From an optimization exercise on the open Yosys and OpenROAD flow, aimed at small area, a short achievable clock period and few clock cycles per item; shortcuts taken in it are not production practice. At most, simulation tests tie the RTL to the original design; equivalence was not proved. The RTL of runs 3 and 4 was laid out without a check of its function.

**design/flow/config.mk**
```make
export PLATFORM = sky130hd
export DESIGN_NAME = mul_div_unit
export DESIGN_NICKNAME = mul_div_unit
export VERILOG_FILES = /design/flow/design.v
export SDC_FILE = /design/flow/constraint.sdc
export NUM_CORES = 4
export LEC_CHECK = 0
export CAP_MARGIN = 20
export CORE_MARGIN = 2
export CORE_UTILIZATION = 40
export CTS_BUF_LIST = sky130_fd_sc_hd__clkbuf_8
export PLACE_DENSITY = 0.45
export SETUP_SLACK_MARGIN = 3.0
export SLEW_MARGIN = 20
export TNS_END_PERCENT = 0
```
**design/flow/constraint.sdc**
```tcl
create_clock -name core_clock -period 6.5 [get_ports {clk}]
set_input_delay 1.3000 -clock core_clock [delete_from_list [all_inputs] [get_ports {clk}]]
set_output_delay 1.3000 -clock core_clock [all_outputs]
set_load 0.01 [all_outputs]
```
**design/flow/design.v**
```verilog
`default_nettype none
module mul_div_unit (
   input  logic        clk,
   input  logic        reset,
   input  logic        req_valid,
   input  logic        req_op,
   input  logic        req_in_1_signed,
   input  logic        req_in_2_signed,
   input  logic        req_out_sel,
   input  logic [31:0] req_in_1,
   input  logic [31:0] req_in_2,
   output logic        req_ready,
   output logic        resp_valid,
   output logic [31:0] resp_result
);
   localparam logic [1:0] PH_STEP = 2'd0;
   localparam logic [1:0] PH_F1   = 2'd1;
   localparam logic [1:0] PH_F2   = 2'd2;
   localparam logic [1:0] PH_F3   = 2'd3;
   logic        busy_q;
   logic [1:0]  ph_q;
   logic [4:0]  cnt_q;
   logic        op_q;       
   logic        sel_q;      
   logic        fa_q;       
   logic        bx_q;       
   logic        nr_q;       
   logic        lead_q;     
   logic        ys1_q, ys2_q, yneg_q, cin_q;
   logic        zs1_q, zs2_q, zneg_q;        
   logic [33:0] acc_q;
   logic [31:0] lo_q;
   logic [31:0] b_q;
   logic        ys1_d, ys2_d, yneg_d, cin_d;
   logic        zs1_d, zs2_d, zneg_d;
   logic [33:0] acc_d;
   logic [31:0] lo_d;
   logic [31:0] b_d;
   logic [1:0]  ph_d;
   logic        done;
   logic        acc_force;
   logic [4:0]  cnt_d;
   logic        lead_d;
   logic        skip;
   function automatic logic [2:0] booth(input logic [2:0] w);
      booth[0] = w[1] ^ w[0];                        
      booth[1] = (w[2] ^ w[1]) & ~(w[1] ^ w[0]);     
      booth[2] = w[2] & ~(w[1] & w[0]);              
   endfunction
   logic [34:0] bext, ymag, zmag, y, z;
   logic [36:0] x, y37, z37, cs_s, cs_c, s;
   logic        q;
   assign bext = {{3{bx_q}}, b_q};
   assign ymag = ({35{ys1_q}} & bext) | ({35{ys2_q}} & {bext[33:0], 1'b0});
   assign zmag = ({35{zs1_q}} & bext) | ({35{zs2_q}} & {bext[33:0], 1'b0});
   assign y    = ymag ^ {35{yneg_q}};
   assign z    = zmag ^ {35{zneg_q}};
   assign x    = {{3{acc_q[33]}}, acc_q};
   assign y37  = {{2{y[34]}}, y};
   assign z37  = {z, zneg_q, cin_q};
   assign cs_s = x ^ y37 ^ z37;
   assign cs_c = {(x[35:0] & y37[35:0]) | (x[35:0] & z37[35:0]) | (y37[35:0] & z37[35:0]), zneg_q};
   assign s    = cs_s + cs_c + {36'd0, zneg_q};
   assign q    = (s[34] == fa_q);
   logic       step, last, in_a_neg, in_b_neg;
   logic [2:0] bd_in, bd_lo, bd_in2, bd_lo2;
   assign step     = (ph_q == PH_STEP);
   assign last     = step & (cnt_q == 5'd0);
   assign in_a_neg = req_in_1_signed & req_in_1[31];
   assign in_b_neg = req_in_1_signed & req_in_2[31];
   assign bd_in    = booth({req_in_1[1:0], 1'b0});
   assign bd_in2   = booth(req_in_1[3:1]);
   assign bd_lo    = booth(lo_q[5:3]);
   assign bd_lo2   = booth(lo_q[7:5]);
   logic zero_acc;
   assign zero_acc = (acc_q == 34'd0);
   logic [31:0] dlen;       
   logic [33:0] vmag;
   always_comb begin
      dlen[31] = b_q[31] ^ bx_q;
      for (int j = 30; j >= 0; j--) dlen[j] = dlen[j+1] | (b_q[j] ^ bx_q);
   end
   assign vmag = acc_q ^ {34{fa_q}};
   assign skip = lead_q & (cnt_q >= 5'd5) & dlen[4] & (vmag[33:27] == 7'd0) &
                 ((vmag[26:0] & ~dlen[31:5]) == 27'd0);
   always_comb begin
      ph_d      = ph_q;
      cnt_d     = cnt_q - 5'd1;
      lead_d    = 1'b0;
      done      = 1'b0;
      ys1_d     = 1'b0;
      ys2_d     = 1'b0;
      yneg_d    = 1'b0;
      cin_d     = 1'b0;
      zs1_d     = 1'b0;
      zs2_d     = 1'b0;
      zneg_d    = 1'b0;
      acc_force = 1'b0;
      b_d       = b_q;
      acc_d     = s[33:0];
      lo_d      = s[31:0];
      case (ph_q)
         PH_STEP: begin
            if (!op_q) begin
               acc_d = {s[36], s[36:4]};
               lo_d  = {s[3:0], lo_q[31:4]};
               {yneg_d, ys2_d, ys1_d} = bd_lo;
               cin_d = bd_lo[2];
               {zneg_d, zs2_d, zs1_d} = bd_lo2;
            end else if (skip) begin
               acc_d     = {acc_q[28:0], lo_q[30:26]};
               lo_d      = {lo_q[26:0], 5'd0};
               cnt_d     = cnt_q - 5'd5;
               lead_d    = 1'b1;
               ys1_d     = 1'b1;
               yneg_d    = (fa_q == bx_q);
               cin_d     = (fa_q == bx_q);
            end else begin
               acc_d  = {s[32:0], lo_q[30]};
               lo_d   = {lo_q[30:0], q};
               ys1_d  = 1'b1;
               yneg_d = (s[34] == bx_q);
               cin_d  = (s[34] == bx_q);
            end
            if (last) begin
               ys2_d  = 1'b0;
               zs1_d  = 1'b0;
               zs2_d  = 1'b0;
               zneg_d = 1'b0;
               ph_d   = PH_F1;
               if (!op_q) begin
                  ys1_d  = fa_q;
                  yneg_d = 1'b0;
                  cin_d  = 1'b0;
                  done   = ~sel_q;
               end else begin
                  acc_d  = s[33:0];
                  ys1_d  = s[34];
                  yneg_d = s[34] & bx_q;
                  cin_d  = s[34] & bx_q;
                  done   = ~sel_q & ~fa_q & ~nr_q;
               end
            end
         end
         PH_F1: begin
            if (!op_q) begin
               done = 1'b1;
            end else if (sel_q) begin
               done = ~fa_q;
               ph_d = PH_F2;
            end else begin
               b_d = lo_q;
               if (fa_q) begin
                  ph_d = PH_F2;
               end else begin
                  ph_d      = PH_F3;
                  acc_force = 1'b1;
                  ys1_d     = 1'b1;
                  yneg_d    = nr_q;
                  cin_d     = nr_q;
               end
            end
         end
         PH_F2: begin
            ph_d = PH_F3;
            if (sel_q) begin
               ys1_d  = ~zero_acc;
               yneg_d = ~zero_acc & ~bx_q;
               cin_d  = ~zero_acc & ~bx_q;
            end else begin
               acc_force = 1'b1;
               ys1_d     = 1'b1;
               yneg_d    = nr_q;
               cin_d     = nr_q ^ zero_acc;
            end
         end
         default: begin
            done = 1'b1;
         end
      endcase
   end
   always_ff @(posedge clk) begin
      if (reset) begin
         busy_q     <= 1'b0;
         req_ready  <= 1'b1;
         resp_valid <= 1'b0;
      end else if (!busy_q) begin
         busy_q     <= req_valid;
         req_ready  <= ~req_valid;
         resp_valid <= 1'b0;
      end else begin
         busy_q     <= ~done;
         req_ready  <= done;
         resp_valid <= done;
      end
   end
   always_ff @(posedge clk) begin
      if (!busy_q) begin
         ph_q   <= PH_STEP;
         cnt_q  <= req_op ? 5'd31 : 5'd7;
         op_q   <= req_op;
         sel_q  <= req_out_sel;
         fa_q   <= req_op ? in_a_neg : (~req_in_1_signed & req_in_1[31]);
         bx_q   <= (req_op ? req_in_1_signed : req_in_2_signed) & req_in_2[31];
         nr_q   <= (in_a_neg ^ in_b_neg) & (req_in_2 != 32'd0);
         lead_q <= req_op & (req_in_2 != 32'd0);
         if (req_op) begin
            ys1_q  <= 1'b1;
            ys2_q  <= 1'b0;
            yneg_q <= ~(in_a_neg ^ in_b_neg);
            cin_q  <= ~(in_a_neg ^ in_b_neg);
            {zneg_q, zs2_q, zs1_q} <= 3'b000;
         end else begin
            {yneg_q, ys2_q, ys1_q} <= bd_in;
            cin_q  <= bd_in[2];
            {zneg_q, zs2_q, zs1_q} <= bd_in2;
         end
         acc_q  <= {{33{req_op & in_a_neg}}, req_op & req_in_1[31]};
         lo_q   <= req_in_1;
         b_q    <= req_in_2;
      end else begin
         ph_q   <= ph_d;
         cnt_q  <= cnt_d;
         lead_q <= lead_d;
         ys1_q  <= ys1_d;
         ys2_q  <= ys2_d;
         yneg_q <= yneg_d;
         cin_q  <= cin_d;
         zs1_q  <= zs1_d;
         zs2_q  <= zs2_d;
         zneg_q <= zneg_d;
         acc_q  <= acc_force ? 34'd0 : acc_d;
         lo_q   <= lo_d;
         b_q    <= b_d;
      end
   end
   assign resp_result = lo_q;
endmodule
`default_nettype wire
```
**design/flow/flow/run.sh**
```bash
#!/bin/bash
# The standard layout (the standard.sh: ORFS synthesis to final layout), with the
# input and output port buffers made from sky130_fd_sc_hd__buf_1 instead of the cell
# buffer_ports picks on its own. Everything else is the standard flow unchanged.
set -euo pipefail
export BUFFER_PORTS_ARGS="-buffer_cell sky130_fd_sc_hd__buf_1"
bash standard.sh > standard_flow.log 2>&1
```
**design/flow/standard.sh**
```bash
#!/bin/bash
# synth_recipe.tcl (not shown) runs the flow's synth.tcl, then flattens the netlist and writes it again
# the make line also repeats each setting of config.mk as NAME=value (left out here)
make -C /OpenROAD-flow-scripts/flow DESIGN_CONFIG=/design/flow/config.mk WORK_HOME=/design/flow/orfs CLKGATE_MAP_FILE= SYNTH_SCRIPT=/design/flow/synth_recipe.tcl "${@:-finish}"
```
==> results of run 1 <==
-- cells by family after synthesis --
family / Yosys count / synth area share [%]
simple gates: 324 / 13.5
compound gates: 450 / 27.1
fa+ha+maj: 87 / 11.8
flops: 121 / 24.4
buf+inv: 151 / 5.64
mux: 76 / 7.10
xor+xnor: 135 / 10.4
-- cells in the final DEF (no fill, tap or decap), drive strengths merged, types with 5 or more instances in the layout --
cell     count
nor2b       14
mux2        41
edfxtp      37
nand2b       8
nor3        15
nand3       20
buf        188
a221oi       6
a21o        21
clkinv       5
a21oi       85
a211oi      35
nor4        21
nand2       92
inv         54
dfxtp       84
o22ai       22
fa          36
xnor2      107
o21a         8
a31oi       11
xor2        28
o211ai      23
mux2i       35
a211o       16
o221ai       9
o211a        5
nand4       10
or3         11
o31ai        7
clkbuf      17
nor2       104
o311ai       9
o2111ai     10
a22oi       80
and3        11
ha          49
o21ai       73
a221o        5
and2         5
-- metrics by stage --
stage | hold slack, ns | cells | setup WS [ns] | cell area, µm² | util, %
2_1_floorplan | 0.375 | 1344 | 2.81 | 11600 | -
3_3_place_gp | 0.388 | 1749 | 1.51 | 12200 | 43.5
3_5_place_dp | 0.394 | 1749 | 1.58 | 12200 | 43.5
4_1_cts | 0.415 | 1839 | 2.60 | 13800 | 49.2
5_1_grt | 0.476 | 1843 | 2.38 | 13900 | 49.7
6_report | 0.412 | 1843 | 2.50 | 13900 | 49.7
-- layer usage --
layer,share of wire (%),global-route usage [%],vias to the layer above
met5,0,0,-
met4,1.8,6.92,0
met3,7.2,5.01,67
met2,43,46.3,473
met1,48,46.8,5658
li1,-,-,5213
-- final cells by class --
class | instances | share of cell area, %
Clock buffer | 17 | 1.68
Tap cell | 378 | 3.40
Multi-Input combinational cell | 1074 | 63.6
Sequential cell | 121 | 20.2
Clock inverter | 15 | 1.39
Inverter | 50 | 1.35
Timing Repair Buffer | 188 | 8.33
-- repair_timing --
item | 4_1_cts | 5_1_grt
pin swaps | 54 | 18
buffers inserted | 56 | 4
gates cloned | 2 | 0
endpoints found under the hold margin | 0 | 0
gates resized for setup | 120 | 21
hold buffers | 0 | 0
endpoints found under the setup margin | 73 | 70
-- sequential cells by signal (all words and copies together), names as in the netlist, 2 cells and up --
signal	flops
b_q	32
acc_q	34
ph_q	2
lo_q	32
cnt_q	5
-- worst max-delay path, stage by stage, from the launching register on --
cell and delay, ns:
edfxtp_1 0.57, a22oi_2 0.26, xnor2_1 0.16, fa_1 0.45, ha_1 0.38, a41o_2 0.33
o211ai_4 0.28, a21oi_1 0.15, o21a_1 0.23, nor2_1 0.64, mux2i_1 0.18, nand2_1 0.11
o2111ai_1 0.11, nand2_1 0.09
-- worst paths after layout --
kind                  startpoint                  end  slack [ns]  depth (start not counted)
max             b_q[2]$_DFFE_PP_    acc_q[15]$_DFF_P_        2.50                         13
min          cnt_q[0]$_SDFF_PN1_  cnt_q[0]$_SDFF_PN1_        0.41                          1
max reg2reg     b_q[2]$_DFFE_PP_    acc_q[15]$_DFF_P_        2.50                         13
min reg2reg  cnt_q[0]$_SDFF_PN1_  cnt_q[0]$_SDFF_PN1_        0.41                          1
==> run notes, run 1 <==
port bufs=approximately 100; relative slew slack=35.4%; CTS root buffer=clkbuf_8; most frequent cell after synthesis=xnor2_1; post-synthesis sequential area ratio=roughly a quarter; crit path time final=around 4 ns; most used flip-flop cell after synthesis=dfxtp_1; Num CTS Buffers=17; GPL Wtd Cong=about 0.86; Final Skew=0.0104 ns; RSZ-0062 raised after global routing=true; DR vias=11400; share of cells above drive strength 1=around a fifth; CP Data Required Time=6.91 ns; Final setup viols=0; Synth Warn #=1; critical path arrival=between 4 and 5 ns; Multi-input gate area=8860 µm²; worst hold path class=flip-flop to flip-flop; first-pass GRT wire length=just over 70000 µm; status=timing/DRC/antenna clean; DR vias/cell=6.19; synthesized cell area=around 11000 µm²; Residual DRC=0; Synth top area share=14.7%; Worst setup EP type=flip-flop; drt first pass iters=5; unique cell type count in the Yosys netlist=77; die width=173 µm; row cnt=61; clock sink count=121; post-synth top area cell=dfxtp_1; syn nets=1500; Nets=1608; CTS max path bufs=2; initial antenna violation count=0; overflow left after global routing=0; Initial Util=40.9%; dpl hpwl=34000 µm; Worst-path clk slew=0.09 ns; Post-Syn Instances=1344; Synth area leaders=dfxtp_1, edfxtp_1, xnor2_1; post-synthesis area per instance=~8.5 µm²; Setup CP Type=flip-flop to flip-flop; Avg WL per Cell=between 20 and 30 µm; EDFF count, synth=37; Worst Setup Start Kind=flip-flop; Fill cells=2807; total of max-cap violations=0; clock latency (worst-skew pair)=between 0.4 and 0.5 ns; I/O pin cnt=105; Die Ht=173 µm; Final Cycle Share=61.6%; Syn-to-layout area delta=21.7%; die area=30000 µm²; Initial DRC Count=~1000; total negative slack=0 ns; final WL=47400 µm; core area=between 20000 and 30000 µm²; largest net degree at the start of global routing=60; Post-synth top cells=xnor2_1, nor2_1, nand2_1; antenna viol nets, final=0; asr flop ratio synth=0%; fmax=approximately 0.25 GHz; depth of the CTS H-tree=4; Final Max Slew Viols=0; Critical Path Fanout Max=5; #FFs+latches synth=121; Final Hold Fails=0; Total GRT Usage=between 30% and 40%; vias in the first global route=11100; FF+latch area=2820 µm²; slew at the pin closest to its max-slew limit=around 0.96 ns; CTS tree=yes; ANT cells=0
Testbench counts, summed over its fixed seeds: cycles 31,433, items 2,400.
==> run 2, diff against run 1 <==
--- a/design/flow/config.mk
+++ b/design/flow/config.mk
@@ -9,7 +9,6 @@
 export CORE_MARGIN = 2
 export CORE_UTILIZATION = 40
 export CTS_BUF_LIST = sky130_fd_sc_hd__clkbuf_8
-export PLACE_DENSITY = 0.45
 export SETUP_SLACK_MARGIN = 3.0
 export SLEW_MARGIN = 20
 export TNS_END_PERCENT = 0
==> run 2 against run 1 <==
  * First-iteration DRC count grew 11%
  * Non-clock buffer count shrank 23
  * Fmax shrank 2.0%
  * Setup slack lost 0.082 ns
  * Critical path depth grew 3
  * Final area shrank 2.6%
  * Global-route usage shrank 4.0 points
  * Routed wire length shrank 11%
  * Critical path type unchanged
==> run notes, run 2 <==
status=timing/DRC/antenna clean; most frequent cell after synthesis=xnor2_1; CTS Hold Bufs=0 (unchanged); Worst setup EP type=flip-flop; syn nets=1500 (unchanged); CP top delay family=compound AO/OA/AOI/OAI gates; #FFs+latches synth=121 (unchanged); Fill cells=2719 (-3.1%); Post-Synth Simple-Gate Area=13.5% (unchanged); most frequent cells in the layout=buf_1, nor2_1, xnor2_1; Final Hold Fails=0 (unchanged); Initial DRC Count=1141 (+11%); Residual DRC=0 (unchanged); proportion of synthesized area in mux cells=7.10% (unchanged); final WL=42200 µm (-11%); Place WS=1.45 ns (-0.126 ns); Crit path buffers/inverters=2 (+2); Critical Path Fanout Max=7 (+2); relative slew slack=15.2% (-20 points); asr flop ratio synth=0% (unchanged); GPL Wtd Cong=0.911 (+6.3%); Post-Syn Instances=1344 (unchanged); Avg WL per Cell=23.2 µm (-9.8%); total of max-cap violations=0 (unchanged); Reg with most FFs=acc_q; DR vias=11500 (+0.42%); max incr delay on CP=0.55 ns (-0.09 ns); Synth Area in Compound Gates=27.1% (unchanged); most used flip-flop cell after synthesis=dfxtp_1; depth of the CTS H-tree=4 (unchanged); crit path time final=4.08 ns (+0.0822 ns); share of cells above drive strength 1=17.4% (-2.4 points); Num CTS Buffers=17 (unchanged); R2R setup slack=2.42 ns (-0.08 ns); die width=173 µm (unchanged); antenna viol nets, final=0 (unchanged); biggest regs=acc_q (34), b_q (32), lo_q (32); Setup CP Type=flip-flop to flip-flop; Worst-path clk slew=0.07 ns (-0.02 ns); row cnt=61 (unchanged); final worst slack=2.42 ns (-0.0822 ns); placed inst area=12100 µm² (-0.33%); I/O pin cnt=105 (unchanged); Die Ht=173 µm (unchanged); Initial Util=40.9% (unchanged); Adder-Cell Fraction of Synth Area=11.8% (unchanged); Worst Setup Start Kind=flip-flop; EDFF count, synth=37 (unchanged); overflow left after global routing=0 (unchanged); Multi-input gate area=8740 µm² (-1.3%); RSZ-0062 raised after global routing=true; first-pass GRT wire length=63600 µm (-10%); initial antenna violation count=0 (unchanged); vias in the first global route=10700 (-3.0%); slew at the pin closest to its max-slew limit=1.27 ns (+0.308 ns); DR vias/cell=6.30 (+1.7%); fmax=0.245 GHz (-2.0%); post-synth top area cell=dfxtp_1; port bufs=104 (unchanged); synthesized cell area=11400 µm² (unchanged); Synth area leaders=dfxtp_1, edfxtp_1, xnor2_1; critical path arrival=4.37 ns (-0.04 ns); main combinational cell family by area after synthesis=compound AO/OA/AOI/OAI gates; Syn-to-layout area delta=18.6%; post-synthesis sequential area ratio=24.4% (unchanged); die area=30000 µm² (unchanged); clock sink count=121 (unchanged); ANT cells=0 (unchanged); unique cell type count in the Yosys netlist=77 (unchanged); drt first pass iters=5 (unchanged); Synth top area share=14.7% (unchanged); Final Max Slew Viols=0 (unchanged); total negative slack=0 ns (unchanged); clock latency (worst-skew pair)=0.45 ns (about the same); Final Cycle Share=62.8% (+1.3 points); Final Skew=0.0171 ns (+0.00664 ns); FF+latch area=2810 µm² (-0.27%); Synth Area in XOR/XNOR=10.4% (unchanged); final hold slack=0.400 ns (-0.0115 ns); CTS tree=yes; Critical-path top delay cell=edfxtp_1; dpl hpwl=30500 µm (-10%); max reg flops=34 (unchanged); Nets=1584 (-1.5%); CP Data Required Time=6.79 ns (-0.12 ns); Total GRT Usage=27.0% (-4.0 points); CTS root buffer=clkbuf_8; CTS max path bufs=2 (unchanged); Layout Utilization=48.4% (-1.3 points); post-synthesis area per instance=8.51 µm² (unchanged); Post-synth top cells=xnor2_1, nor2_1, nand2_1; Synth Warn #=1 (unchanged); final instance area=13600 µm² (-2.6%); largest net degree at the start of global routing=83 (+38%); most common cell after layout, fill and taps aside=buf_1; CP Cell Sequence=buf_6 -> a22oi_2 -> xnor2_2 -> fa_2 -> ha_4 -> nand2_4 -> nor4_4 -> buf_4 -> nand2_2 -> o21ai_4 -> o2111ai_2 -> and3_1 -> a311o_2 -> and2_4 -> o22ai_2 -> a21oi_2; core area=28000 µm² (unchanged); Final setup viols=0 (unchanged); worst hold path class=flip-flop to flip-flop
-- run 2: cell counts after synthesis --
Identical to the previous run, type by type.
-- run 2: worst paths after layout --
path | startpoint | end | cells after the start
worst min register to register | cnt_q[0]$_SDFF_PN1_ | cnt_q[0]$_SDFF_PN1_ | 1
worst max register to register | b_q[14]$_DFFE_PP_ | acc_q[32]$_DFF_P_ | 16
worst min-delay path | cnt_q[0]$_SDFF_PN1_ | cnt_q[0]$_SDFF_PN1_ | 1
worst max-delay path | b_q[14]$_DFFE_PP_ | acc_q[32]$_DFF_P_ | 16
-- run 2: layout make-up --
type	instances	area share, %
multi-input cells	1073	64.4
inverters	50	1.38
repair buffers	165	6.99
clock inverters	12	0.968
flip-flops and latches	121	20.7
clock buffers	20	2.03
well taps	378	3.49
-- run 2: logic make-up (layout without fill, tap and decap cells) --
| family | Yosys count | after routing |
|---|---|---|
| adders and majority gates | 87 | 87 |
| AOI/OAI and AO/OA | 450 | 450 |
| xor gates and xnor gates | 135 | 135 |
| and+or+nand+nor | 324 | 325 |
| buffers and inverters | 151 | 247 |
| DFF | 121 | 121 |
| muxes | 76 | 76 |
-- run 2: repair_timing --
| item | 4_1_cts | 5_1_grt |
|---|---|---|
| cloned | 1 | 0 |
| buffers inserted | 26 | 16 |
| gates resized for setup | 84 | 49 |
| pin swaps | 36 | 29 |
| endpoints found under the setup margin | 73 | 65 |
-- run 2: per-stage QoR --
| step | cells |
|---|---|
| 5_1_grt | 1819 |
| 3_3_place_gp | 1744 |
| 4_1_cts | 1803 |
| 6_report | 1819 |
| 3_5_place_dp | 1744 |
| 2_1_floorplan | 1344 |
-- run 2: per-layer routing --
metal  global-route usage [%]  part of all wire (%)
met5                        0                     0
met4                     9.71                   3.0
met3                     3.43                   8.5
met2                     42.2                    45
met1                     38.3                    44
==> run 3, diff against run 2 <==
--- a/design/flow/design.v
+++ b/design/flow/design.v
@@ -41,7 +41,7 @@
    logic        acc_force;
    logic [4:0]  cnt_d;
    logic        lead_d;
-   logic        skip;
+   logic        skip, skip10;
    function automatic logic [2:0] booth(input logic [2:0] w);
       booth[0] = w[1] ^ w[0];                        
       booth[1] = (w[2] ^ w[1]) & ~(w[1] ^ w[0]);     
@@ -83,6 +83,8 @@
    assign vmag = acc_q ^ {34{fa_q}};
    assign skip = lead_q & (cnt_q >= 5'd5) & dlen[4] & (vmag[33:27] == 7'd0) &
                  ((vmag[26:0] & ~dlen[31:5]) == 27'd0);
+   assign skip10 = lead_q & (cnt_q >= 5'd10) & dlen[9] & (vmag[33:22] == 12'd0) &
+                   ((vmag[21:0] & ~dlen[31:10]) == 22'd0);
    always_comb begin
       ph_d      = ph_q;
       cnt_d     = cnt_q - 5'd1;
@@ -108,9 +110,15 @@
                cin_d = bd_lo[2];
                {zneg_d, zs2_d, zs1_d} = bd_lo2;
             end else if (skip) begin
-               acc_d     = {acc_q[28:0], lo_q[30:26]};
-               lo_d      = {lo_q[26:0], 5'd0};
-               cnt_d     = cnt_q - 5'd5;
+               if (skip10) begin
+                  acc_d  = {acc_q[23:0], lo_q[30:21]};
+                  lo_d   = {lo_q[21:0], 10'd0};
+                  cnt_d  = cnt_q - 5'd10;
+               end else begin
+                  acc_d  = {acc_q[28:0], lo_q[30:26]};
+                  lo_d   = {lo_q[26:0], 5'd0};
+                  cnt_d  = cnt_q - 5'd5;
+               end
                lead_d    = 1'b1;
                ys1_d     = 1'b1;
                yneg_d    = (fa_q == bx_q);
==> run 3 against run 2 <==
  * Critical path type unchanged
  * Still clean
  * Die area rose by 9.4%
  * Routed wire length up 25%
  * Flip-flop and latch count did not move
  * Fmax shrank 3.5%
  * Highest routed layer unchanged
  * Global-route usage grew 3.8 points
  * Sequential share of layout area shrank 2.2 points
==> run notes, run 3 <==
die width=181 µm (+4.6%); die area=32800 µm² (+9.4%); placed inst area=13300 µm² (+9.9%); CP Cell Sequence=buf_4 -> a22oi_2 -> xnor2_1 -> fa_1 -> ha_4 -> nand4_1 -> nor3_4 -> nand2_2 -> a2111oi_4 -> a211oi_4 -> a2bb2oi_2 -> a21oi_2 -> xor2_1 -> a311oi_1 -> a21oi_1; CTS root buffer=clkbuf_8; total negative slack=0 ns (unchanged); post-synthesis area per instance=8.15 µm² (-4.2%); syn nets=1700 (+13%); Num CTS Buffers=17 (unchanged); unique cell type count in the Yosys netlist=74 (-3.9%); Post-synth top cells=nand2_1, a21oi_1, nor2_1; status=timing/DRC/antenna clean; I/O pin cnt=105 (unchanged); Place WS=1.33 ns (-0.125 ns); dpl hpwl=36300 µm (+19%); antenna viol nets, final=0 (unchanged); Residual DRC=0 (unchanged); row cnt=64 (+4.9%); ANT cells=0 (unchanged); initial antenna violation count=0 (unchanged); Worst Setup Start Kind=flip-flop; Final Cycle Share=65.1% (+2.3 points); core area=30700 µm² (+9.8%); Synth area leaders=dfxtp_1, edfxtp_1, xnor2_1; final WL=52600 µm (+25%); Initial Util=40.8% (-0.042 points); critical path arrival=4.54 ns (+0.17 ns); CTS tree=yes; Critical Path Fanout Max=5 (-2); Die Ht=181 µm (+4.6%); largest net degree at the start of global routing=113 (+36%); R2R cell count=15 (-1); most common cell after layout, fill and taps aside=nand2_1; Critical-path top delay cell=fa_1; max incr delay on CP=0.52 ns (-0.03 ns); GPL Wtd Cong=0.975 (+7.1%); Setup CP Type=flip-flop to flip-flop; fmax=0.236 GHz (-3.5%); Worst setup EP type=flip-flop; DR vias=13500 (+18%); Synth top area share=13.2% (-1.5 points); final instance area=15300 µm² (+13%); met3 routed WL=5440 µm (+52%); EDFF count, synth=38 (+2.7%); placed cell count=1947 (+12%); most frequent cell after synthesis=nand2_1; post-synth top area cell=dfxtp_1; depth of the CTS H-tree=4 (unchanged); Fill cells=2971 (+9.3%); CTS max path bufs=2 (unchanged); Syn-to-layout area delta=22.0%; clock latency (worst-skew pair)=0.47 ns (+0.02 ns); slew at the pin closest to its max-slew limit=1.03 ns (-0.236 ns); Worst-path clk slew=0.09 ns (+0.02 ns); port bufs=104 (unchanged); Final Skew=0.0199 ns (+0.00287 ns); Final Max Slew Viols=0 (unchanged); #FFs+latches synth=121 (unchanged); Synth Warn #=1 (unchanged); met1 layer wirelength in the final routing=21200 µm (+15%); Avg WL per Cell=25.5 µm (+10%); asr flop ratio synth=0% (unchanged); share of cells above drive strength 1=18.4% (+0.97 points); Initial DRC Count=1425 (+25%); Post-Layout Cell Count=2060 (+13%); Total GRT Usage=30.8% (+3.8 points); Final setup viols=0 (unchanged); clock sink count=121 (unchanged); relative slew slack=30.7% (+16 points); biggest regs=acc_q (34), b_q (32), lo_q (32); Final Hold Fails=0 (unchanged); CP Data Required Time=6.81 ns (+0.02 ns); first-pass GRT wire length=78100 µm (+23%); post-synthesis sequential area ratio=22.3% (-2.1 points); total of max-cap violations=0 (unchanged); max reg flops=34 (unchanged); Reg with most FFs=acc_q; hold path depth=2 (+1); Nets=1812 (+14%); drt first pass iters=8 (+3); Post-Syn Instances=1539 (+15%); DR vias/cell=6.56 (+4.2%); final worst slack=2.27 ns (-0.147 ns); wire length on met2=23800 µm (+26%); crit path time final=4.23 ns (+0.147 ns); most frequent cells in the layout=nand2_1, nor2_1, a21oi_1; final hold slack=0.602 ns (+0.202 ns); synthesized cell area=12500 µm² (+9.7%); most used flip-flop cell after synthesis=dfxtp_1; Layout Utilization=49.8% (+1.4 points); RSZ-0062 raised after global routing=true; worst hold path class=flip-flop to flip-flop; overflow left after global routing=0 (unchanged); vias in the first global route=12800 (+19%); top sig layer=met4
-- run 3: final timing paths --
| check | start | to | slack (ns) |
|---|---|---|---|
| max | b_q[17]$_DFFE_PP_ | acc_q[29]$_DFF_P_ | 2.27 |
| max reg2reg | b_q[17]$_DFFE_PP_ | acc_q[29]$_DFF_P_ | 2.27 |
| min | ph_q[0]$_SDFFE_PN0P_ | ph_q[0]$_SDFFE_PN0P_ | 0.60 |
| min reg2reg | ph_q[0]$_SDFFE_PN0P_ | ph_q[0]$_SDFFE_PN0P_ | 0.60 |
-- run 3: final cells by class --
type | instances | area [µm²] | share of cell area (%)
clock buffers | 18 | 248 | 1.62
clock inverters | 14 | 150 | 0.980
inverters | 57 | 214 | 1.40
multi-input cells | 1242 | 9890 | 64.6
flip-flops and latches | 121 | 2830 | 18.5
well taps | 396 | 495 | 3.24
repair buffers | 212 | 1490 | 9.71
-- run 3: logic make-up after synthesis --
logic type / count (synthesis) / share of synthesized area (%)
simple gates: 390 / 14.8
fa+ha+maj: 90 / 11.1
compound gates: 526 / 28.3
mux: 99 / 8.28
xor+xnor: 137 / 9.56
buf+inv: 176 / 5.59
flops: 121 / 22.3
-- run 3: timing repair --
| item | in CTS | in global routing |
|---|---|---|
| pin swaps | 42 | 31 |
| buffers inserted | 55 | 20 |
| gates resized for setup | 89 | 60 |
| hold buffers | 0 | 0 |
| cloned | 4 | 2 |
| setup endpoints to repair | 76 | 75 |
-- run 3: worst max-delay path, delay by kind of cell (launching register included) --
kind | cells | cell delay [ns]
xor gates and xnor gates | 2 | 0.28
adders and majority gates | 2 | 0.84
and+or+nand+nor | 3 | 0.65
buffers and inverters | 1 | 0.21
DFF | 1 | 0.50
AOI/OAI and AO/OA | 7 | 1.60
-- run 3: per-layer routing --
layer  vias to the layer above  GRT usage [%]
li1                       5973              -
met1                      6520           41.7
met2                       863           48.9
met3                       162           5.04
met4                         0           12.6
met5                         -              0
==> run 4, diff against run 3 <==
--- a/design/flow/design.v
+++ b/design/flow/design.v
@@ -27,12 +27,10 @@
    logic        nr_q;       
    logic        lead_q;     
    logic        ys1_q, ys2_q, yneg_q, cin_q;
-   logic        zs1_q, zs2_q, zneg_q;        
    logic [33:0] acc_q;
    logic [31:0] lo_q;
    logic [31:0] b_q;
    logic        ys1_d, ys2_d, yneg_d, cin_d;
-   logic        zs1_d, zs2_d, zneg_d;
    logic [33:0] acc_d;
    logic [31:0] lo_d;
    logic [31:0] b_d;
@@ -41,37 +39,30 @@
    logic        acc_force;
    logic [4:0]  cnt_d;
    logic        lead_d;
-   logic        skip, skip10;
+   logic        skip;
    function automatic logic [2:0] booth(input logic [2:0] w);
       booth[0] = w[1] ^ w[0];                        
       booth[1] = (w[2] ^ w[1]) & ~(w[1] ^ w[0]);     
       booth[2] = w[2] & ~(w[1] & w[0]);              
    endfunction
-   logic [34:0] bext, ymag, zmag, y, z;
-   logic [36:0] x, y37, z37, cs_s, cs_c, s;
+   logic [34:0] bext, ymag, y, x, s;
+   logic [35:0] sum;
    logic        q;
    assign bext = {{3{bx_q}}, b_q};
    assign ymag = ({35{ys1_q}} & bext) | ({35{ys2_q}} & {bext[33:0], 1'b0});
-   assign zmag = ({35{zs1_q}} & bext) | ({35{zs2_q}} & {bext[33:0], 1'b0});
    assign y    = ymag ^ {35{yneg_q}};
-   assign z    = zmag ^ {35{zneg_q}};
-   assign x    = {{3{acc_q[33]}}, acc_q};
-   assign y37  = {{2{y[34]}}, y};
-   assign z37  = {z, zneg_q, cin_q};
-   assign cs_s = x ^ y37 ^ z37;
-   assign cs_c = {(x[35:0] & y37[35:0]) | (x[35:0] & z37[35:0]) | (y37[35:0] & z37[35:0]), zneg_q};
-   assign s    = cs_s + cs_c + {36'd0, zneg_q};
+   assign x    = {acc_q[33], acc_q};
+   assign sum  = {x, 1'b1} + {y, cin_q};
+   assign s    = sum[35:1];
    assign q    = (s[34] == fa_q);
    logic       step, last, in_a_neg, in_b_neg;
-   logic [2:0] bd_in, bd_lo, bd_in2, bd_lo2;
+   logic [2:0] bd_in, bd_lo;
    assign step     = (ph_q == PH_STEP);
    assign last     = step & (cnt_q == 5'd0);
    assign in_a_neg = req_in_1_signed & req_in_1[31];
    assign in_b_neg = req_in_1_signed & req_in_2[31];
    assign bd_in    = booth({req_in_1[1:0], 1'b0});
-   assign bd_in2   = booth(req_in_1[3:1]);
-   assign bd_lo    = booth(lo_q[5:3]);
-   assign bd_lo2   = booth(lo_q[7:5]);
+   assign bd_lo    = booth(lo_q[3:1]);
    logic zero_acc;
    assign zero_acc = (acc_q == 34'd0);
    logic [31:0] dlen;       
@@ -83,8 +74,6 @@
    assign vmag = acc_q ^ {34{fa_q}};
    assign skip = lead_q & (cnt_q >= 5'd5) & dlen[4] & (vmag[33:27] == 7'd0) &
                  ((vmag[26:0] & ~dlen[31:5]) == 27'd0);
-   assign skip10 = lead_q & (cnt_q >= 5'd10) & dlen[9] & (vmag[33:22] == 12'd0) &
-                   ((vmag[21:0] & ~dlen[31:10]) == 22'd0);
    always_comb begin
       ph_d      = ph_q;
       cnt_d     = cnt_q - 5'd1;
@@ -94,9 +83,6 @@
       ys2_d     = 1'b0;
       yneg_d    = 1'b0;
       cin_d     = 1'b0;
-      zs1_d     = 1'b0;
-      zs2_d     = 1'b0;
-      zneg_d    = 1'b0;
       acc_force = 1'b0;
       b_d       = b_q;
       acc_d     = s[33:0];
@@ -104,21 +90,14 @@
       case (ph_q)
          PH_STEP: begin
             if (!op_q) begin
-               acc_d = {s[36], s[36:4]};
-               lo_d  = {s[3:0], lo_q[31:4]};
+               acc_d = {s[34], s[34:2]};
+               lo_d  = {s[1:0], lo_q[31:2]};
                {yneg_d, ys2_d, ys1_d} = bd_lo;
                cin_d = bd_lo[2];
-               {zneg_d, zs2_d, zs1_d} = bd_lo2;
             end else if (skip) begin
-               if (skip10) begin
-                  acc_d  = {acc_q[23:0], lo_q[30:21]};
-                  lo_d   = {lo_q[21:0], 10'd0};
-                  cnt_d  = cnt_q - 5'd10;
-               end else begin
-                  acc_d  = {acc_q[28:0], lo_q[30:26]};
-                  lo_d   = {lo_q[26:0], 5'd0};
-                  cnt_d  = cnt_q - 5'd5;
-               end
+               acc_d     = {acc_q[28:0], lo_q[30:26]};
+               lo_d      = {lo_q[26:0], 5'd0};
+               cnt_d     = cnt_q - 5'd5;
                lead_d    = 1'b1;
                ys1_d     = 1'b1;
                yneg_d    = (fa_q == bx_q);
@@ -132,9 +111,6 @@
             end
             if (last) begin
                ys2_d  = 1'b0;
-               zs1_d  = 1'b0;
-               zs2_d  = 1'b0;
-               zneg_d = 1'b0;
                ph_d   = PH_F1;
                if (!op_q) begin
                   ys1_d  = fa_q;
@@ -205,7 +181,7 @@
    always_ff @(posedge clk) begin
       if (!busy_q) begin
          ph_q   <= PH_STEP;
-         cnt_q  <= req_op ? 5'd31 : 5'd7;
+         cnt_q  <= req_op ? 5'd31 : 5'd15;
          op_q   <= req_op;
          sel_q  <= req_out_sel;
          fa_q   <= req_op ? in_a_neg : (~req_in_1_signed & req_in_1[31]);
@@ -217,11 +193,9 @@
             ys2_q  <= 1'b0;
             yneg_q <= ~(in_a_neg ^ in_b_neg);
             cin_q  <= ~(in_a_neg ^ in_b_neg);
-            {zneg_q, zs2_q, zs1_q} <= 3'b000;
          end else begin
             {yneg_q, ys2_q, ys1_q} <= bd_in;
             cin_q  <= bd_in[2];
-            {zneg_q, zs2_q, zs1_q} <= bd_in2;
          end
          acc_q  <= {{33{req_op & in_a_neg}}, req_op & req_in_1[31]};
          lo_q   <= req_in_1;
@@ -234,9 +208,6 @@
          ys2_q  <= ys2_d;
          yneg_q <= yneg_d;
          cin_q  <= cin_d;
-         zs1_q  <= zs1_d;
-         zs2_q  <= zs2_d;
-         zneg_q <= zneg_d;
          acc_q  <= acc_force ? 34'd0 : acc_d;
          lo_q   <= lo_d;
          b_q    <= b_d;
==> run 4 against run 3 <==
  * Flip-flop and latch count is 3 lower
  * Final cell count fell by 23%
  * Non-clock buffer count is 57 lower
  * First-iteration DRC count shrank 13%
  * Fmax rose by 17%
  * Sequential share of layout area increased by 5.2 points
  * Critical path depth fell by 4
  * Utilization decreased by 2.1 points
  * Setup slack gained 0.60 ns
  * Final area fell by 24%
==> run notes, run 4 <==
slew at the pin closest to its max-slew limit=1.04 ns (+0.00556 ns); final worst slack=2.87 ns (+0.603 ns); unique cell type count in the Yosys netlist=82 (+11%); Reg with most FFs=acc_q; Post-Layout Cell Count=1588 (-23%); Total GRT Usage=28.4% (-2.4 points); FF-to-FF End=acc_q[1]$_DFF_P_; status=timing/DRC/antenna clean; most used flip-flop cell after synthesis=dfxtp_1; Final Cycle Share=55.8% (-9.3 points); synthesized cell area=9840 µm² (-22%); final hold slack=0.405 ns (-0.197 ns); Initial DRC Count=1245 (-13%); Syn-to-layout area delta=17.6%; placed cell count=1520 (-22%); port bufs=104 (unchanged); Worst setup EP type=flip-flop; R2R setup slack=2.87 ns (+0.60 ns); Die Ht=161 µm (-11%); initial antenna violation count=0 (unchanged); clock sink count=118 (-2.5%); Synth Warn #=1 (unchanged); Synth top area share=16.5% (+3.2 points); RSZ-0062 raised after global routing=true; Num CTS Buffers=17 (unchanged); syn nets=1268 (-25%); die width=161 µm (-11%); R2R cell count=11 (-4); CTS max path bufs=2 (unchanged); worst r2r src=bx_q$_DFFE_PN_; fmax=0.276 GHz (+17%); row cnt=57 (-11%); hold path endpoint=cnt_q[0]$_SDFF_PN1_; overflow left after global routing=0 (unchanged); Final Hold Fails=0 (unchanged); CP Data Required Time=6.83 ns (+0.02 ns); DR vias=10300 (-24%); clock latency (worst-skew pair)=0.45 ns (-0.02 ns); ANT cells=0 (unchanged); Setup CP Type=flip-flop to flip-flop; Final setup viols=0 (unchanged); most frequent cell after synthesis=o21ai_0; vias in the first global route=9258 (-28%); max reg flops=34 (unchanged); CTS root buffer=clkbuf_8; core area=24200 µm² (-21%); Critical Path Fanout Max=14 (+9); drt first pass iters=6 (-2); #FFs+latches synth=118 (-2.5%); Post-synth top cells=o21ai_0, a21oi_1, dfxtp_1; first-pass GRT wire length=56900 µm (-27%); asr flop ratio synth=0% (unchanged); final WL=37900 µm (-28%); post-synth top area cell=dfxtp_1; depth of the CTS H-tree=4 (unchanged); Synth area leaders=dfxtp_1, edfxtp_1, xnor2_1; CP Launch Point=bx_q$_DFFE_PN_; DR vias/cell=6.46 (-1.5%); most frequent cells in the layout=buf_1, o21ai_0, a21oi_1; Post-Syn Instances=1153 (-25%); total negative slack=0 ns (unchanged); crit path time final=3.63 ns (-0.603 ns); CTS Hold Bufs=0 (unchanged); FF+latch area=2750 µm² (-3.0%); post-synthesis area per instance=8.53 µm² (+4.7%); largest net degree at the start of global routing=58 (-49%); most common cell after layout, fill and taps aside=buf_1; hold path depth=1 (-1); biggest regs=acc_q (34), b_q (32), lo_q (32); Nets=1366 (-25%); Final Skew=0.0171 ns (-0.00282 ns); I/O pin cnt=105 (unchanged); worst hold path class=flip-flop to flip-flop; post-synthesis sequential area ratio=27.8% (+5.4 points); Residual DRC=0 (unchanged); Worst Setup Start Kind=flip-flop; Multi-input gate area=6910 µm² (-30%); dpl hpwl=27400 µm (-25%); critical path arrival=3.96 ns (-0.58 ns); EDFF count, synth=37 (-2.6%); Initial Util=40.6% (-0.23 points); GPL Wtd Cong=0.907 (-7.0%); CTS tree=yes; share of cells above drive strength 1=15.6% (-2.8 points); die area=25900 µm² (-21%); Fill cells=2410 (-19%); Avg WL per Cell=23.9 µm (-6.4%); Final Max Slew Viols=0 (unchanged); total of max-cap violations=0 (unchanged); Worst-path clk slew=0.08 ns (about the same); hold_sp=cnt_q[0]$_SDFF_PN1_; Place WS=1.66 ns (+0.333 ns); relative slew slack=30.7% (-0.035 points); antenna viol nets, final=0 (unchanged)
-- run 4: cell types whose count changed in the layout (fill, tap and decap cells not counted), sizes merged, moves of 20 or more --
cell	before	now
a21oi	113	87
buf	206	155
nor2	110	67
nand2	114	47
a221o	2	25
xnor2	106	67
mux2i	61	41
a22oi	78	36
fa	36	1
inv	67	42
-- run 4: area by class of cell --
cell class | count | share of cell area [%]
inverters | 43 | 1.39
flip-flops and latches | 118 | 23.7
clock buffers | 21 | 2.50
multi-input cells | 916 | 59.7
clock inverters | 11 | 1.28
well taps | 324 | 3.50
repair buffers | 155 | 7.88
-- run 4: logic make-up after synthesis --
| logic type | synth area share (%) |
|---|---|
| AO/OA/AOI/OAI | 30.9 |
| XOR/XNOR | 7.21 |
| adder cells (fa/ha/maj) | 5.89 |
| buffers and inverters | 5.65 |
| flip-flops | 27.8 |
| multiplexers | 9.14 |
| AND/OR/NAND/NOR | 13.4 |
-- run 4: worst max-delay path by stage --
stage / endpoint / cells past startpoint
floorplan: acc_q[28]$_DFF_P_ / 13
global placement: acc_q[25]$_DFF_P_ / 12
detailed placement: acc_q[25]$_DFF_P_ / 12
CTS: lo_q[30]$_DFF_P_ / 11
global route: acc_q[27]$_DFF_P_ / 12
finish: acc_q[1]$_DFF_P_ / 11
-- run 4: layer usage --
| metal | global-route usage, % | part of all wire [%] |
|---|---|---|
| met2 | 43.3 | 44 |
| met3 | 4.96 | 9.0 |
| met5 | 0 | 0 |
| met1 | 40.3 | 43 |
| met4 | 10.4 | 3.7 |
-- run 4: metrics by stage --
stage | instance area [µm²] | util, %
final | 11600 | 47.7
after global routing | 11600 | 47.7
after CTS | 11200 | 46.4
after detailed placement | 10400 | 42.8
after global placement | 10400 | 42.8
after floorplan | 9840 | -
-- run 4: critical path, cell delays in order (launching register included) --
cell and delay [ns]:
edfxtp_1 0.52, buf_12 0.21, or4_4 0.55, mux2i_4 0.23
o211ai_2 0.15, o311ai_2 0.38, a211oi_4 0.14, o21ai_4 0.17
buf_4 0.27, mux2i_1 0.39, a21oi_1 0.12, a311o_1 0.35
-- run 4: timing repair --
item,CTS,global route
pin swaps,8,14
endpoints found under the setup margin,73,51
cloned,1,0
resized for setup,41,28
setup buffers,18,16

[port drivers added, routing unchanged]
How much do the figures lean on ideal ports? The routed layouts below were timed once more, with nothing changed but the port constraints.
Step 1 (the two cells are an assumption about what drives the block):
set clk [get_ports {clk}]
set_driving_cell -lib_cell sky130_fd_sc_hd__clkbuf_16 $clk
set_driving_cell -lib_cell sky130_fd_sc_hd__buf_2 [delete_from_list [all_inputs] $clk]
Step 2 moves the port delays by t, midway between the first and last clock arrival at a register: inputs arrive t later, outputs are due t later. That takes back most of the time a late clock gives input paths.
Slacks: ideal ports / drivers / drivers and shift; pairs: ideal ports / drivers.
run	t, ns	setup WS [ns]	hold WS [ns]	worst data-port slew with drivers (ns)
run 1	0.499	2.497 / 2.497 / 2.497	0.412 / 0.412 / 0.412	0.04
run 2	0.486	2.415 / 2.415 / 2.415	0.400 / 0.400 / 0.400	0.07
run 3	0.503	2.268 / 2.268 / 2.268	0.602 / 0.602 / 0.602	0.04
run 4	0.482	2.871 / 2.871 / 2.871	0.405 / 0.405 / 0.405	0.05
After both steps every run listed still meets setup and hold.
